Source: an optimization exercise on an open RTL-to-GDS flow (aim: a short achievable clock period and few clock cycles). Production flows keep margins and buffers that such runs may drop. Function was checked by simulation only, so behaviour that the tests miss may differ from the original. The clock input has no modelled driver; a real chip could not lean on it and would need a root buffer or a full tree. Power figures rest on the tool's default switching activity, not on a simulated workload.

==> sierra <==
// dlx_top
module dlx_top (
    input  logic        clk,
    input  logic        rst_n,
    output logic [31:0] imem_addr,
    input  logic [31:0] imem_data,
    output logic [31:0] dmem_addr,
    output logic [31:0] dmem_wdata,
    output logic        dmem_we,
    input  logic [31:0] dmem_rdata
);
export LEC_CHECK = 0
export CAP_MARGIN = 20
export CORE_MARGIN = 2
export CORE_UTILIZATION = 40
export SETUP_SLACK_MARGIN = 3.5
export SLEW_MARGIN = 20
export SYNTH_HIERARCHICAL = 1
export SYNTH_MINIMUM_KEEP_SIZE = 0
create_clock -name core_clock -period 5.5 [get_ports {clk}]
standard.sh (not shown) runs the stock make flow with config.mk's settings and CLKGATE_MAP_FILE= SYNTH_SCRIPT=/design/flow/synth_recipe.tcl, a recipe that flattens the netlist after the stock synthesis.
==> flow/flow/run.sh <==
#!/bin/bash
# The standard layout, with the clock tree built by flow/mycts.tcl (a
# balanced two-level tree: four roots on the clock port, one leaf buffer
# per group of flip-flops) in place of TritonCTS. If the routed layout is
# left with an antenna violation, the layout is made once more with the
# cells spread a little more.
set -euo pipefail
W=$(pwd)
args=("PRE_CTS_TCL=$W/flow/mycts.tcl" MYCTS_STRIPS=8 MYCTS_SLICES=8)
bash standard.sh "${args[@]}" finish > "$W/standard.log" 2>&1
R=$W/orfs/results/sky130hd/dlx_top/base
printf 'read_db %s\nputs "ANTENNAS [check_antennas]"\n' "$R/6_final.odb" > "$W/antcheck.tcl"
n=$(openroad -no_init -exit "$W/antcheck.tcl" 2>&1 | tee "$W/antcheck.log" | sed -n 's/^ANTENNAS //p')
if [[ "$n" != "0" ]]; then
  mv "$W/orfs" "$W/orfs_try1"
  rm -f "$W/out/final.def"
  bash standard.sh "${args[@]}" PLACE_DENSITY_LB_ADDON=0.05 finish > "$W/standard2.log" 2>&1
fi
==> flow/flow/mycts.tcl <==
# Clock tree built here in place of TritonCTS: the flip-flops are split into
# compact groups of about equal size (strips in x, then slices in y), each
# group gets a clkbuf_16 at its centre, and the groups are split into four
# quadrants, each with a clkbuf_16 root driven straight from the clock port.
# Every flip-flop sees the same two buffers, so the tree is balanced.

proc clock_tree_synthesis {args} {
  set block [ord::get_db_block]
  set db [ord::get_db]
  set master [$db findMaster sky130_fd_sc_hd__clkbuf_16]
  set clk_net [$block findNet clk]
  set nstrip $::env(MYCTS_STRIPS)
  set nslice $::env(MYCTS_SLICES)

  # sinks: every instance pin on the clock net
  set sinks {}
  foreach it [$clk_net getITerms] {
    set inst [$it getInst]
    set bb [$inst getBBox]
    set x [expr {([$bb xMin] + [$bb xMax]) / 2}]
    set y [expr {([$bb yMin] + [$bb yMax]) / 2}]
    lappend sinks [list $x $y $it]
  }
  set n [llength $sinks]
  puts "mycts: $n sinks, $nstrip x $nslice groups"

  # strips in x of equal count, then slices in y of equal count
  set sorted [lsort -integer -index 0 $sinks]
  set groups {}
  for {set s 0} {$s < $nstrip} {incr s} {
    set lo [expr {($s * $n) / $nstrip}]
    set hi [expr {(($s + 1) * $n) / $nstrip - 1}]
    set strip [lsort -integer -index 1 [lrange $sorted $lo $hi]]
    set m [llength $strip]
    for {set t 0} {$t < $nslice} {incr t} {
      set lo2 [expr {($t * $m) / $nslice}]
      set hi2 [expr {(($t + 1) * $m) / $nslice - 1}]
      lappend groups [list $s $t [lrange $strip $lo2 $hi2]]
    }
  }

  # leaf buffers
  set leaves {}
  set k 0
  foreach g $groups {
    lassign $g s t members
    set sx 0; set sy 0
    foreach mbr $members { set sx [expr {$sx + [lindex $mbr 0]}]; set sy [expr {$sy + [lindex $mbr 1]}] }
    set cx [expr {$sx / [llength $members]}]
    set cy [expr {$sy / [llength $members]}]
    set inst [odb::dbInst_create $block $master "mycts_leaf_$k"]
    $inst setLocation [expr {$cx - 2000}] [expr {$cy - 1360}]
    $inst setPlacementStatus PLACED
    set net [odb::dbNet_create $block "mycts_leaf_net_$k"]
    $net setSigType CLOCK
    [$inst findITerm X] connect $net
    foreach mbr $members {
      set it [lindex $mbr 2]
      $it disconnect
      $it connect $net
    }
    lappend leaves [list $s $t $cx $cy $inst]
    incr k
  }

  # four roots, one per quadrant of groups
  set hs [expr {$nstrip / 2}]
  set ht [expr {$nslice / 2}]
  for {set q 0} {$q < 4} {incr q} {
    set mine {}
    foreach l $leaves {
      lassign $l s t cx cy inst
      set qs [expr {$s >= $hs}]
      set qt [expr {$t >= $ht}]
      if {[expr {$qs * 2 + $qt}] == $q} { lappend mine $l }
    }
    set sx 0; set sy 0
    foreach l $mine { set sx [expr {$sx + [lindex $l 2]}]; set sy [expr {$sy + [lindex $l 3]}] }
    set cx [expr {$sx / [llength $mine]}]
    set cy [expr {$sy / [llength $mine]}]
    set root [odb::dbInst_create $block $master "mycts_root_$q"]
    $root setLocation [expr {$cx - 2000}] [expr {$cy - 1360}]
    $root setPlacementStatus PLACED
    set net [odb::dbNet_create $block "mycts_root_net_$q"]
    $net setSigType CLOCK
    [$root findITerm X] connect $net
    [$root findITerm A] connect $clk_net
    foreach l $mine { [[lindex $l 4] findITerm A] connect $net }
    puts "mycts: root $q drives [llength $mine] leaves"
  }
  $clk_net setSigType CLOCK
  global_connect
  set_propagated_clock [all_clocks]
}
==> amber: changes against sierra <==
--- a/flow/design.v
+++ b/flow/design.v
@@ -158,40 +158,32 @@
 module ks_maj_p (input wire an, input wire bn, input wire cin, output wire y);
     assign y = (~an & ~bn) | (cin & (~an | ~bn));
 endmodule
 module ks_carry_n (
     input  wire [31:0] an,
     input  wire [31:0] bn,
     input  wire        cin,
-    output wire [31:0] cn,
-    output wire [31:0] cn2
+    output wire [31:0] cn
 );
-    wire [31:0] g5b;
     wire [31:0] g [6];
     wire [31:0] t [6];
     ks_maj_p u_g0 (.an(an[0]), .bn(bn[0]), .cin(cin), .y(g[0][0]));
     assign t[0][0] = 1'b0;
     for (genvar i = 1; i < 32; i++) begin : g_l0
         ks_nor2  u_g (.a(an[i]), .b(bn[i]), .y(g[0][i]));
         ks_nand2 u_t (.a(an[i]), .b(bn[i]), .y(t[0][i]));
     end
     for (genvar k = 1; k <= 5; k++) begin : g_lvl
         localparam int d = 1 << (k - 1);
         for (genvar i = 0; i < 32; i++) begin : g_bit
             if (i < d) begin : g_done
                 ks_inv u_g (.a(g[k-1][i]), .y(g[k][i]));
-                if (k == 5) begin : g_dup
-                    ks_inv u_g2 (.a(g[k-1][i]), .y(g5b[i]));
-                end
                 assign t[k][i] = 1'b0;
             end else if (k % 2 == 1) begin : g_odd
                 ks_aoi21 u_g (.t(t[k-1][i]), .c(g[k-1][i-d]), .g(g[k-1][i]), .y(g[k][i]));
-                if (k == 5) begin : g_dup
-                    ks_aoi21 u_g2 (.t(t[k-1][i]), .c(g[k-1][i-d]), .g(g[k-1][i]), .y(g5b[i]));
-                end
                 if (i >= 2 * d) begin : g_t
                     ks_nand2 u_t (.a(t[k-1][i]), .b(t[k-1][i-d]), .y(t[k][i]));
                 end else begin : g_nt
                     assign t[k][i] = 1'b1;
                 end
             end else begin : g_even
                 ks_oai21 u_g (.t(t[k-1][i]), .c(g[k-1][i-d]), .g(g[k-1][i]), .y(g[k][i]));
@@ -201,23 +193,14 @@
                     assign t[k][i] = 1'b0;
                 end
             end
         end
     end
     assign cn[0] = ~cin;
     assign cn[31:1] = g[5][30:0];
-    assign cn2[0] = ~cin;
-    assign cn2[31:1] = g5b[30:0];
-endmodule
-`default_nettype wire
-`default_nettype none
-module rf_dec5 (input wire [4:0] a, output wire [31:0] y);
-    for (genvar k = 0; k < 32; k++) begin : g_k
-        assign y[k] = (a == 5'(k));
-    end
 endmodule
 `default_nettype wire
 `timescale 1ns/1ps
 `default_nettype none
 module dlx_top (
     input  logic        clk,
     input  logic        rst_n,
@@ -252,16 +235,14 @@
     logic        d_fs;
     logic        d_mal;      
     logic        d_mbl;
     logic        d_mar;      
     logic        d_mbr;
     logic        d_wa;       
     logic        d_wb;
-    logic        d_w2a;      
-    logic        d_w2b;      
     logic        d_fsl;      
     logic        e_wr;
     logic        e_lw;
     logic        e_early;
     logic        e_sw;
     logic [4:0]  e_rd;
     logic        e_inv;
@@ -273,23 +254,21 @@
     logic [31:0] ean;        
     logic [31:0] ebn;        
     logic [31:0] es;
     logic        m_wr;
     logic        m_lw;
     logic        m_sw;
     logic [4:0]  m_rd;
-    logic [31:1] m_wen;      
     logic [31:0] m_res;
     logic [31:0] m_addr;     
     logic [31:0] m_sd;
     logic [31:0] m_val;      
     logic        w_wr;
     logic [4:0]  w_rd;
     logic [31:0] w_val;
-    logic [31:0] w2_val;
     assign imem_addr = {pc_o, 2'b00};
     always_ff @(posedge clk or negedge rst_n) begin
         if (!rst_n) begin
             pc <= '0;
         end else if (!stall) begin
             pc <= pc + 30'd1;
         end
@@ -315,28 +294,22 @@
     logic        f_addi;
     logic        f_lw;
     logic        f_sw;
     logic        f_wr;
     logic        f_early;
     logic [31:0] r_ir;
     logic        r_valid;
-    logic [31:0] r_sel_a [4];
-    logic [31:0] r_sel_b [4];
-    logic [31:0] f_sel_a [4];
-    logic [31:0] f_sel_b [4];
-    for (genvar j = 0; j < 4; j++) begin : g_dec
-        rf_dec5 u_a (.a(imem_data[25:21]), .y(f_sel_a[j]));
-        rf_dec5 u_b (.a(imem_data[20:16]), .y(f_sel_b[j]));
-    end
+    logic [31:0] r_sel_a;
+    logic [31:0] r_sel_b;
     always_ff @(posedge clk) begin
         if (!stall) begin
             r_ir <= imem_data;
-            for (int j = 0; j < 4; j++) begin
-                r_sel_a[j] <= f_sel_a[j];
-                r_sel_b[j] <= f_sel_b[j];
+            for (int k = 0; k < 32; k++) begin
+                r_sel_a[k] <= (imem_data[25:21] == 5'(k));
+                r_sel_b[k] <= (imem_data[20:16] == 5'(k));
             end
         end
     end
     always_ff @(posedge clk or negedge rst_n) begin
         if (!rst_n) begin
             r_valid <= 1'b0;
         end else if (!stall) begin
@@ -357,38 +330,32 @@
     assign f_addi = (f_op == 6'h08);
     assign f_lw   = r_valid && (f_op == 6'h23);
     assign f_sw   = r_valid && (f_op == 6'h2b);
     assign f_wr   = r_valid && (f_r || f_addi || f_lw) && (f_rd != 5'd0);
     assign f_early = f_lw && (f_rs1 == 5'd0) && (f_rd != 5'd0) && !d_lw && !d_sw;
     logic [31:0] rf [32];
     assign rf[0] = '0;
-    logic [31:0] m_wd [4];
-    for (genvar j = 0; j < 4; j++) begin : g_wd
-        for (genvar i = 0; i < 32; i++) begin : g_bit
-            ks_mux2 u_wd (.s(m_lw), .d0(m_res[i]), .d1(dmem_rdata[i]), .y(m_wd[j][i]));
-        end
-    end
     for (genvar k = 1; k < 32; k++) begin : g_rf
         logic [31:0] q;
         always_ff @(posedge clk) begin
-            if (m_wen[k]) begin
-                q <= m_wd[k / 8];
+            if (m_wr && (m_rd == 5'(k))) begin
+                q <= m_val;
             end
         end
         assign rf[k] = q;
     end
     logic [31:0] f_rf_a;
     logic [31:0] f_rf_b;
     for (genvar i = 0; i < 32; i++) begin : g_rd
         logic [31:1] col;
         for (genvar k = 1; k < 32; k++) begin : g_col
             assign col[k] = rf[k][i];
         end
-        rf_read_bit u_a (.sel(r_sel_a[i / 8][31:1]), .d(col), .y(f_rf_a[i]));
-        rf_read_bit u_b (.sel(r_sel_b[i / 8][31:1]), .d(col), .y(f_rf_b[i]));
+        rf_read_bit u_a (.sel(r_sel_a[31:1]), .d(col), .y(f_rf_a[i]));
+        rf_read_bit u_b (.sel(r_sel_b[31:1]), .d(col), .y(f_rf_b[i]));
     end
     logic [31:0] a_d;
     logic [31:0] b_d;
     always_ff @(posedge clk) begin
         if (!stall) begin
             d_rs1   <= f_rs1;
             d_rs2   <= f_rs2;
@@ -402,29 +369,27 @@
             d_slt   <= f_slt;
         end
     end
     always_ff @(posedge clk) begin
         if (!stall) begin
             rfq_a <= f_rf_a;
             rfq_b <= f_rf_b;
-            d_w2a <= 1'b0;
-            d_w2b <= 1'b0;
             d_fa  <= d_wr && !d_lw && (f_rs1 == d_rd);
             d_fb  <= f_r && d_wr && !d_lw && (f_rs2 == d_rd);
             d_fs  <= d_wr && !d_lw && (f_rs2 == d_rd);
             d_fsl <= d_lw && (f_rs2 == d_rd);
             d_mal <= e_lw && (f_rs1 == e_rd);
             d_mbl <= e_lw && (f_rs2 == e_rd);
             d_mar <= e_wr && !e_lw && (f_rs1 == e_rd);
             d_mbr <= e_wr && !e_lw && (f_rs2 == e_rd);
             d_wa  <= m_wr && (f_rs1 == m_rd);
             d_wb  <= m_wr && (f_rs2 == m_rd);
         end else begin
-            d_w2a <= d_wa;
-            d_w2b <= d_wb;
+            rfq_a <= a_d;
+            rfq_b <= b_d;
             d_fa  <= 1'b0;
             d_fb  <= 1'b0;
             d_fs  <= 1'b0;
             d_fsl <= 1'b0;
             d_mal <= e_lw && (d_rs1 == e_rd);
             d_mbl <= e_lw && (d_rs2 == e_rd);
             d_mar <= e_wr && !e_lw && (d_rs1 == e_rd);
@@ -447,30 +412,28 @@
             d_lw  <= f_lw && (f_rd != 5'd0) && !f_early;
             d_early <= f_early;
             d_sw  <= f_sw;
         end else begin
             stall <= 1'b0;
         end
     end
-    assign a_d = d_mal ? dmem_rdata : (d_mar ? m_res : (d_wa ? w_val : (d_w2a ? w2_val : rfq_a)));
-    assign b_d = d_mbl ? dmem_rdata : (d_mbr ? m_res : (d_wb ? w_val : (d_w2b ? w2_val : rfq_b)));
+    assign a_d = d_mal ? dmem_rdata : (d_mar ? m_res : (d_wa ? w_val : rfq_a));
+    assign b_d = d_mbl ? dmem_rdata : (d_mbr ? m_res : (d_wb ? w_val : rfq_b));
     logic [31:0] bop_d;
     assign bop_d = d_r ? (b_d ^ {32{d_inv}}) : d_imm;
     logic [31:0] ea;
     logic [31:0] eb;
     logic [31:0] cn;
-    logic [31:0] cn2;
     assign ea = ~ean;
     assign eb = ~ebn;
     ks_carry_n u_carry (
         .an  (ean),
         .bn  (ebn),
         .cin (e_inv),
-        .cn  (cn),
-        .cn2 (cn2)
+        .cn  (cn)
     );
     logic [31:0] p;
     logic [31:0] lg;
     logic [31:0] r0;     
     logic [31:0] r1;     
     logic [31:0] cs;     
     logic        v0;
@@ -484,16 +447,14 @@
         r1[0] = e_slt ? (!p[31] && ea[31]) : v0;
         if (e_early) begin
             r0 = dmem_rdata;
             r1 = dmem_rdata;
         end
     end
     assign cs = {cn[31:1], cn[31]};
-    logic [31:0] cs2;
-    assign cs2 = {cn2[31:1], cn2[31]};
     logic [31:0] za0;
     logic [31:0] za1;
     logic [31:0] zb0;
     logic [31:0] zb1;
     logic [31:0] zs0;
     logic [31:0] zs1;
     assign za0 = d_fa ? r0 : a_d;
@@ -508,19 +469,19 @@
     logic [31:0] es_n;
     logic [31:0] addr_n;
     logic [31:0] zm0;
     logic [31:0] zm1;
     assign zm0 = d_early ? d_imm : r0;
     assign zm1 = d_early ? d_imm : r1;
     for (genvar i = 0; i < 32; i++) begin : g_sel
-        ks_mux2  u_y (.s(cs2[i]), .d0(r1[i]),  .d1(r0[i]),  .y(y[i]));
+        ks_mux2  u_y (.s(cs[i]), .d0(r1[i]),  .d1(r0[i]),  .y(y[i]));
         ks_mux2i u_a (.s(cs[i]), .d0(za1[i]), .d1(za0[i]), .y(ea_n[i]));
         ks_mux2i u_b (.s(cs[i]), .d0(zb1[i]), .d1(zb0[i]), .y(eb_n[i]));
-        ks_mux2  u_s (.s(cs2[i]), .d0(zs1[i]), .d1(zs0[i]), .y(es_n[i]));
-        ks_mux2  u_m (.s(cs2[i]), .d0(zm1[i]), .d1(zm0[i]), .y(addr_n[i]));
+        ks_mux2  u_s (.s(cs[i]), .d0(zs1[i]), .d1(zs0[i]), .y(es_n[i]));
+        ks_mux2  u_m (.s(cs[i]), .d0(zm1[i]), .d1(zm0[i]), .y(addr_n[i]));
     end
     always_ff @(posedge clk) begin
         ean     <= ea_n;
         ebn     <= eb_n;
         es      <= es_n;
         e_rd    <= d_rd;
         e_inv   <= d_inv;
@@ -543,21 +504,17 @@
             e_sw <= d_sw && !stall;
         end
     end
     assign m_val = m_lw ? dmem_rdata : m_res;
     always_ff @(posedge clk) begin
         m_addr <= addr_n;
         m_rd  <= e_rd;
-        for (int k = 1; k < 32; k++) begin
-            m_wen[k] <= e_wr && (e_rd == 5'(k));
-        end
         m_sd  <= e_fsl ? dmem_rdata : es;
         w_rd  <= m_rd;
         w_val <= m_val;
-        w2_val <= w_val;
     end
     always_ff @(posedge clk or negedge rst_n) begin
         if (!rst_n) begin
             m_wr <= 1'b0;
             m_lw <= 1'b0;
             w_wr <= 1'b0;
             m_res <= '0;
==> flow/flow/run.sh (replaced) <==
#!/bin/bash
# The standard layout, with the clock tree built by flow/mycts.tcl (a
# balanced two-level tree: four roots on the clock port, one leaf buffer
# per group of flip-flops) in place of TritonCTS.
set -euo pipefail
W=$(pwd)
bash standard.sh "PRE_CTS_TCL=$W/flow/mycts.tcl" MYCTS_STRIPS=8 MYCTS_SLICES=8 finish > "$W/standard.log" 2>&1
==> comparison table <==
metric                                                      sierra            amber
Number of cells on the critical path                             9                1
Worst R2R End                                           m_addr[22]            es[0]
End point of the critical path                          m_addr[22]    dmem_addr[15]
Filler cell count                                           18,634           15,780
Status                            no timing/DRC/antenna violations  failed layout checks
Layout check failures                                            -    antenna rules
Number of global-route vias before repair                   54,927           51,546
Via Count                                                   56,541           53,824
Die span in y                                               463 um           430 um
Routed met3 length                                         22.7 mm          30.1 mm
Sequential cell fraction of total power                      0.513            0.494
Sequential cell area share                                   0.524            0.491
Iteration-0 DRC Markers                                      6,490            6,428
Number of synthesis warnings                                    17                9
Launch instance of the worst register-to-register path      ean[0]             d_wb
Testbench counts of sierra, summed over its fixed seeds: cycles 24,878.
Testbench counts of amber, summed over its fixed seeds: cycles 24,878.
No run of this note takes its clock network from TritonCTS; it comes from the design's own scripts or RTL.

==> separate check: timing with driven ports <==
How much do the figures lean on ideal ports? The routed layouts below were timed once more, with nothing changed but the port constraints. Step 1: set_driving_cell puts a clkbuf_16 on clk and a buf_2 on each other input, an assumption about the parent block. Step 2 adds t to the input delays and takes it off the output delays; t is the mean of the earliest and latest rising clock arrival at the registers after step 1. Input paths then give back, and output paths get back, about the clock's delay inside the block. Three values: ideal, step 1, step 2; two values: the first two.
run	t, ns	setup slack, ns	worst setup path at the end
sierra	0.740	3.302 / 3.119 / 2.833	input to register
amber	0.710	3.327 / 3.151 / 2.839	input to register
For amber, which loses most, drivers alone change the setup slack by -0.176 ns; drivers and shift together by -0.488 ns.
